Background: an optimization exercise with open tools, aiming at a short achievable clock period and few clock cycles per item. Do not read the settings as production practice.
Function was checked by simulation only, so behaviour that the tests miss may differ from the original.
Power and IR drop assume default switching activity.

`config.mk`:
```
export PLATFORM = sky130hd
export DESIGN_NAME = comp_alu_pipe
export DESIGN_NICKNAME = comp_alu_pipe
export VERILOG_FILES = /design/flow/design.v
export SDC_FILE = /design/flow/constraint.sdc
export NUM_CORES = 4
export LEC_CHECK = 0
export CAP_MARGIN = 20
export CORE_MARGIN = 2
export CORE_UTILIZATION = 40
export SLEW_MARGIN = 20
```
`constraint.sdc`:
```
create_clock -name core_clock -period 10.0 [get_ports {clk}]
set_input_delay 2.0000 -clock core_clock [delete_from_list [all_inputs] [get_ports {clk}]]
set_output_delay 2.0000 -clock core_clock [all_outputs]
set_load 0.01 [all_outputs]
```
`design.v`:
```
module comp_alu_pipe #(
    parameter int DATA_W  = 32,
    parameter int REG_NUM = 32
) (
    input  logic              clk,
    input  logic              rst,
    input  logic              in_valid,
    output logic              in_ready,
    input  logic [31:0]       in_instr,
    input  logic              cfg_we,
    input  logic [4:0]        cfg_addr,
    input  logic [DATA_W-1:0] cfg_data,
    output logic              out_valid,
    input  logic              out_ready,
    output logic [DATA_W-1:0] out_data,
    output logic              out_zero,
    output logic              out_carry,
    output logic              out_illegal
);
    localparam int AW = (REG_NUM > 2) ? $clog2(REG_NUM) : 1;
    localparam logic [5:0] F_ADD = 6'b100000;
    localparam logic [5:0] F_SUB = 6'b100010;
    localparam logic [5:0] F_AND = 6'b100100;
    localparam logic [5:0] F_OR  = 6'b100101;
    localparam logic [5:0] F_SLT = 6'b101010;
    localparam logic [5:0] F_SLL = 6'b000000;
    localparam logic [5:0] F_SRL = 6'b000010;
    localparam logic [5:0] F_MUL = 6'b011000;
    logic [DATA_W-1:0] rf [REG_NUM];
    logic              s1_valid;
    logic [DATA_W-1:0] s1_a;
    logic [DATA_W-1:0] s1_b;
    logic [4:0]        s1_rd;
    logic [4:0]        s1_shamt;
    logic [5:0]        s1_funct;
    logic              s1_illegal;
    logic              advance;
    logic              accept;
    logic              fwd_ok;
    logic              wb_en;
    logic [4:0]        rs;
    logic [4:0]        rt;
    logic [DATA_W-1:0] rs_rf;
    logic [DATA_W-1:0] rt_rf;
    logic [DATA_W-1:0] rs_val;
    logic [DATA_W-1:0] rt_val;
    logic [DATA_W-1:0] alu_res;
    logic              alu_carry;
    logic [DATA_W:0]   sum;
    logic [2*DATA_W-1:0] prod;
    function automatic logic funct_legal(input logic [5:0] f);
        case (f)
            F_ADD, F_SUB, F_AND, F_OR, F_SLT, F_SLL, F_SRL: funct_legal = 1'b1;
            F_MUL: funct_legal = 1'b1;
            default: funct_legal = 1'b0;
        endcase
    endfunction
    assign advance  = s1_valid && (!out_valid || out_ready);
    assign in_ready = !s1_valid || advance;
    assign accept   = in_valid && in_ready;
    assign rs       = in_instr[25:21];
    assign rt       = in_instr[20:16];
    assign fwd_ok = advance && !s1_illegal && (s1_rd != 5'd0) && (int'(s1_rd) < REG_NUM);
    assign wb_en  = fwd_ok;
    always_comb begin
        rs_rf = '0;
        rt_rf = '0;
        if (rs != 5'd0 && int'(rs) < REG_NUM) rs_rf = rf[rs[AW-1:0]];
        if (rt != 5'd0 && int'(rt) < REG_NUM) rt_rf = rf[rt[AW-1:0]];
        rs_val = (fwd_ok && rs == s1_rd) ? alu_res : rs_rf;
        rt_val = (fwd_ok && rt == s1_rd) ? alu_res : rt_rf;
    end
    always_comb begin
        alu_res   = '0;
        alu_carry = 1'b0;
        sum       = '0;
        prod      = '0;
        case (s1_funct)
            F_ADD: begin
                sum       = {1'b0, s1_a} + {1'b0, s1_b};
                alu_res   = sum[DATA_W-1:0];
                alu_carry = sum[DATA_W];
            end
            F_SUB: begin
                sum       = {1'b0, s1_a} + {1'b0, ~s1_b} + {{DATA_W{1'b0}}, 1'b1};
                alu_res   = sum[DATA_W-1:0];
                alu_carry = sum[DATA_W];
            end
            F_AND: alu_res = s1_a & s1_b;
            F_OR:  alu_res = s1_a | s1_b;
            F_SLT: alu_res = {{(DATA_W-1){1'b0}}, ($signed(s1_a) < $signed(s1_b))};
            F_SLL: alu_res = (int'(s1_shamt) >= DATA_W) ? '0 : (s1_b << s1_shamt);
            F_SRL: alu_res = (int'(s1_shamt) >= DATA_W) ? '0 : (s1_b >> s1_shamt);
            F_MUL: begin
                prod      = {{DATA_W{1'b0}}, s1_a} * {{DATA_W{1'b0}}, s1_b};
                alu_res   = prod[DATA_W-1:0];
                alu_carry = |prod[2*DATA_W-1:DATA_W];
            end
            default: ;
        endcase
        if (s1_illegal) begin
            alu_res   = '0;
            alu_carry = 1'b0;
        end
    end
    always_ff @(posedge clk) begin
        if (rst) begin
            s1_valid    <= 1'b0;
            s1_a        <= '0;
            s1_b        <= '0;
            s1_rd       <= '0;
            s1_shamt    <= '0;
            s1_funct    <= '0;
            s1_illegal  <= 1'b0;
            out_valid   <= 1'b0;
            out_data    <= '0;
            out_zero    <= 1'b0;
            out_carry   <= 1'b0;
            out_illegal <= 1'b0;
            for (int i = 0; i < REG_NUM; i++) rf[i] <= '0;
        end else begin
            if (accept) begin
                s1_valid   <= 1'b1;
                s1_a       <= rs_val;
                s1_b       <= rt_val;
                s1_rd      <= in_instr[15:11];
                s1_shamt   <= in_instr[10:6];
                s1_funct   <= in_instr[5:0];
                s1_illegal <= (in_instr[31:26] != 6'd0) || !funct_legal(in_instr[5:0]);
            end else if (advance) begin
                s1_valid <= 1'b0;
            end
            if (advance) begin
                out_valid   <= 1'b1;
                out_data    <= alu_res;
                out_zero    <= (alu_res == '0);
                out_carry   <= alu_carry;
                out_illegal <= s1_illegal;
            end else if (out_ready) begin
                out_valid <= 1'b0;
            end
            if (cfg_we && int'(cfg_addr) < REG_NUM) rf[cfg_addr[AW-1:0]] <= cfg_data;
            if (wb_en) rf[s1_rd[AW-1:0]] <= alu_res;
        end
    end
endmodule
```
`run.sh`:
```
#!/bin/bash
# synth_recipe.tcl (not shown) runs the flow's synth.tcl, then flattens the netlist and writes it again
# the make line also repeats each setting of config.mk as NAME=value (left out here)
make -C /OpenROAD-flow-scripts/flow DESIGN_CONFIG=/design/flow/config.mk WORK_HOME=/design/flow/orfs CLKGATE_MAP_FILE= SYNTH_SCRIPT=/design/flow/synth_recipe.tcl finish
```
==> results.ini <==
[floorplan]
die_w_um=521
dieArea_um2=272000
row_count=189
initial_core_util_pct=40.3
core-area_um2=266000
die_y_um=521
ios=111

[power_and_ir_drop]
leakage_uw=0.0419
pwr-share-comb_pct=53.7
p_total_uw=23100
seq_power_share_pct=23.9
ir_worst_vdd_mv=0.453
p_switching_uw=10800
p_int_uw=12300
powerDensity_nw_per_um2=198
p_sw_share_pct=46.6
clkPwrFrac_pct=22.3

[synth]
synthFlopType=edfxtp_1
synth_top_area_share_pct=28.7
syn_inst=11200
syn_area_um2=107000
synth_edf_count=1024
async_flop_share_pct=0
ys_warn_count=1
yosysTopAreaCell=edfxtp_1
synth_area_leaders=edfxtp_1 (29%), fa_1 (17%), mux4_2 (6.5%)
ys_ff_latch=1142
yosysSeqAreaShare_pct=31.0
synth.distinct_cells=98
synth_common_cells=o21ai_0 (1369), nor2_1 (1072), nand3_1 (1062), edfxtp_1 (1024), clkbuf_1 (956)
yosysMostFrequentCell=o21ai_0
synth_nets=12500
syn_avg_cell_area_um2=9.57

[clock_tree]
clk_pin_slew_worst_paths_ns=0.07
numCtsBuffers=139
cts_resized=0
clock_latency_ns=0.86
cts_buffer_depth=3
cts_tree=done
clockRootBuffer=clkbuf_16
postCtsHoldBufs=0
clock-sinks=1142
htree_levels=4
cts_setup_buffers=0

[timing]
finalSetupViolCount=0
finClkSkew_ns=0.0565
relSlewSlack_pct=7.11
rsz0062_at_grt=no
slew_viol_final=0
hold_viol=0
fin_tns_setup_ns=0
finalCriticalPeriod_ns=9.75
min_period_over_period_pct=97.5
worst_pin_slew_ns=1.38
fmax_ghz=0.103

[critical_path]
crit_path_end=rf[22][23]
start_kind=flop
critPathLaunch=s1_b[10]
r2r_start=s1_b[10]
critPathKind=reg -> reg
crit_path_frequent_cell=fa_1
critPathArrivalTime_ns=10.31
rr_worst_depth=25
critPathSlowestCell=nand2_1
cp-end-kind=flop
worst-r2r-setup-slack_ns=0.25
worstPathMaxFanout=22
reg2reg_to=rf[22][23]
slowest_delay_ns=0.75
required_ns=10.56

[routing]
firstDrtPassIters=7
viasPerCell=6.73
routed-via-count=96800
wirelength_mm=512
drc=0
routedWlPerCell_um=35.6
ant_nets=0
first_iter_violations=15000

[place]
post-dp-hpwl_mm=341
place_congestion=1.04
port_buffers=110

[grt]
grt_max_degree=120
antenna_found_initial=34
busiest_layer=met2
gr-usage-met1_pct=44.0
grtUsageMet2_pct=55.1
grt_pass1_vias=95200
grt_overflow=0
met3_usage_pct=11.7
grt_usage_pct=36.8
grt_pass1_wl_mm=712

[outcome]
outcome=no timing/DRC/antenna violations

[final_layout]
area.growth.synth_to_final_pct=9.16
layout-drive-gt1-share_pct=11.9
finalNetCount=12100
fillerInstances=25200

[run]
maxCapViolCount=0

[min_path]
hold_path_class=reg -> reg

## flip-flops by register name, indices dropped and copies added, names as in the netlist
register	cells
s1_b	32
s1_illegal	1
out_data	32
out_zero	1
s1_rd	5
rf	1024
out_valid	1
s1_shamt	5
s1_valid	1
s1_a	32
s1_funct	6
out_carry	1
out_illegal	1
## worst min path at each step
stage | startpoint | to | slack (ns) | cells past startpoint
3_3_place_gp | s1_shamt[3] | s1_shamt[3] | 0.45 | 2
4_1_cts | s1_shamt[3] | s1_shamt[3] | 0.46 | 2
5_1_grt | out_data[22] | out_data[22] | 0.51 | 2
6_report | s1_shamt[3] | s1_shamt[3] | 0.45 | 2
3_5_place_dp | s1_shamt[3] | s1_shamt[3] | 0.45 | 2
2_1_floorplan | s1_valid | out_valid | 0.49 | 2
## routing by layer
| metal | share of wire (%) | up-vias | routed length [um] |
|---|---|---|---|
| met5 | 0.048 | - | 247 |
| met4 | 9.2 | 27 | 47200 |
| met3 | 13 | 2054 | 67000 |
| met2 | 43 | 7842 | 221000 |
| met1 | 34 | 47900 | 177000 |
| li1 | - | 39000 | - |
## worst max-delay path: cells and delay by family (launching register included)
kind	cells	cell delay, ns
fa+ha+maj	10	4.62
compound gates	6	2.11
buf+inv	6	1.18
simple gates	2	0.89
flops	1	0.34
xor+xnor	1	0.27
## placed cells by master (no fill, tap or decap), drive strengths merged, types with 307 or more instances in the layout
master,instances
nand3,1062
edfxtp,1024
mux4,307
o21ai,1380
mux2i,433
buf,455
a21oi,360
fa,897
ha,361
nor2,1072
nand2,725
inv,791
## cell type report
type / count / area (um^2) / share of cell area (%)
multi-input cells: 8086 / 67000 / 57.4
flip-flops and latches: 1142 / 33100 / 28.4
repair buffers: 554 / 4610 / 3.95
well taps: 3533 / 4420 / 3.79
clock buffers: 179 / 3680 / 3.15
inverters: 811 / 3040 / 2.61
clock inverters: 68 / 797 / 0.683
diodes: 18 / 45.0 / 0.0386
## kinds of logic after synthesis
family	share of synthesized area, %
AO/OA/AOI/OAI	14.8
XOR/XNOR	0.549
adder cells (fa/ha/maj)	21.0
buffers and inverters	6.95
flip-flops	31.0
multiplexers	12.3
AND/OR/NAND/NOR	13.5
## per-stage QoR
step	hold WS (ns)	util (%)	setup WS [ns]	cells	instance area, um^2
floorplan	0.487	-	1.78	11200	107000
global placement	0.449	42.2	0.662	14100	112000
detailed placement	0.448	42.2	0.616	14100	112000
CTS	0.455	43.9	0.569	14400	117000
global route	0.507	43.9	0.0207	14400	117000
finish	0.454	44.0	0.252	14400	117000
## power by group through the flow
stage,registers (uW),clock network [uW],logic (uW)
3_5_place_dp,5620,0,11900
4_1_cts,5520,5150,12000
6_report,5530,5160,12400
3_3_place_gp,5600,0,11800
5_1_grt,5540,5330,13300
2_1_floorplan,5570,0,7590
Testbench counts, summed over its fixed seeds: cycles 16,016, items 16,000.

==> afterwards: timing with drivers on the ports <==
Ports are ideal in the flow. The routed layout listed here was re-timed in OpenROAD. Step 1, drivers: a clkbuf_16 drives clk and a buf_2 each remaining input, both assumed. Step 2 times the ports against the registers' clock, not the clock port: input delays grow and output delays shrink by t, the midpoint of the rising clock arrivals with the driver on. a / b / c = ideal / step 1 / step 2; a / b = the first two.
t (ns): 0.933
slack for setup (ns): 0.252 / 0.252 / 0.252
worst hold slack (ns): 0.454 / 0.454 / 0.454
After both steps setup and hold are still met in this run. For this run, drivers alone change the setup slack by 0.000 ns; drivers and shift together by 0.000 ns.
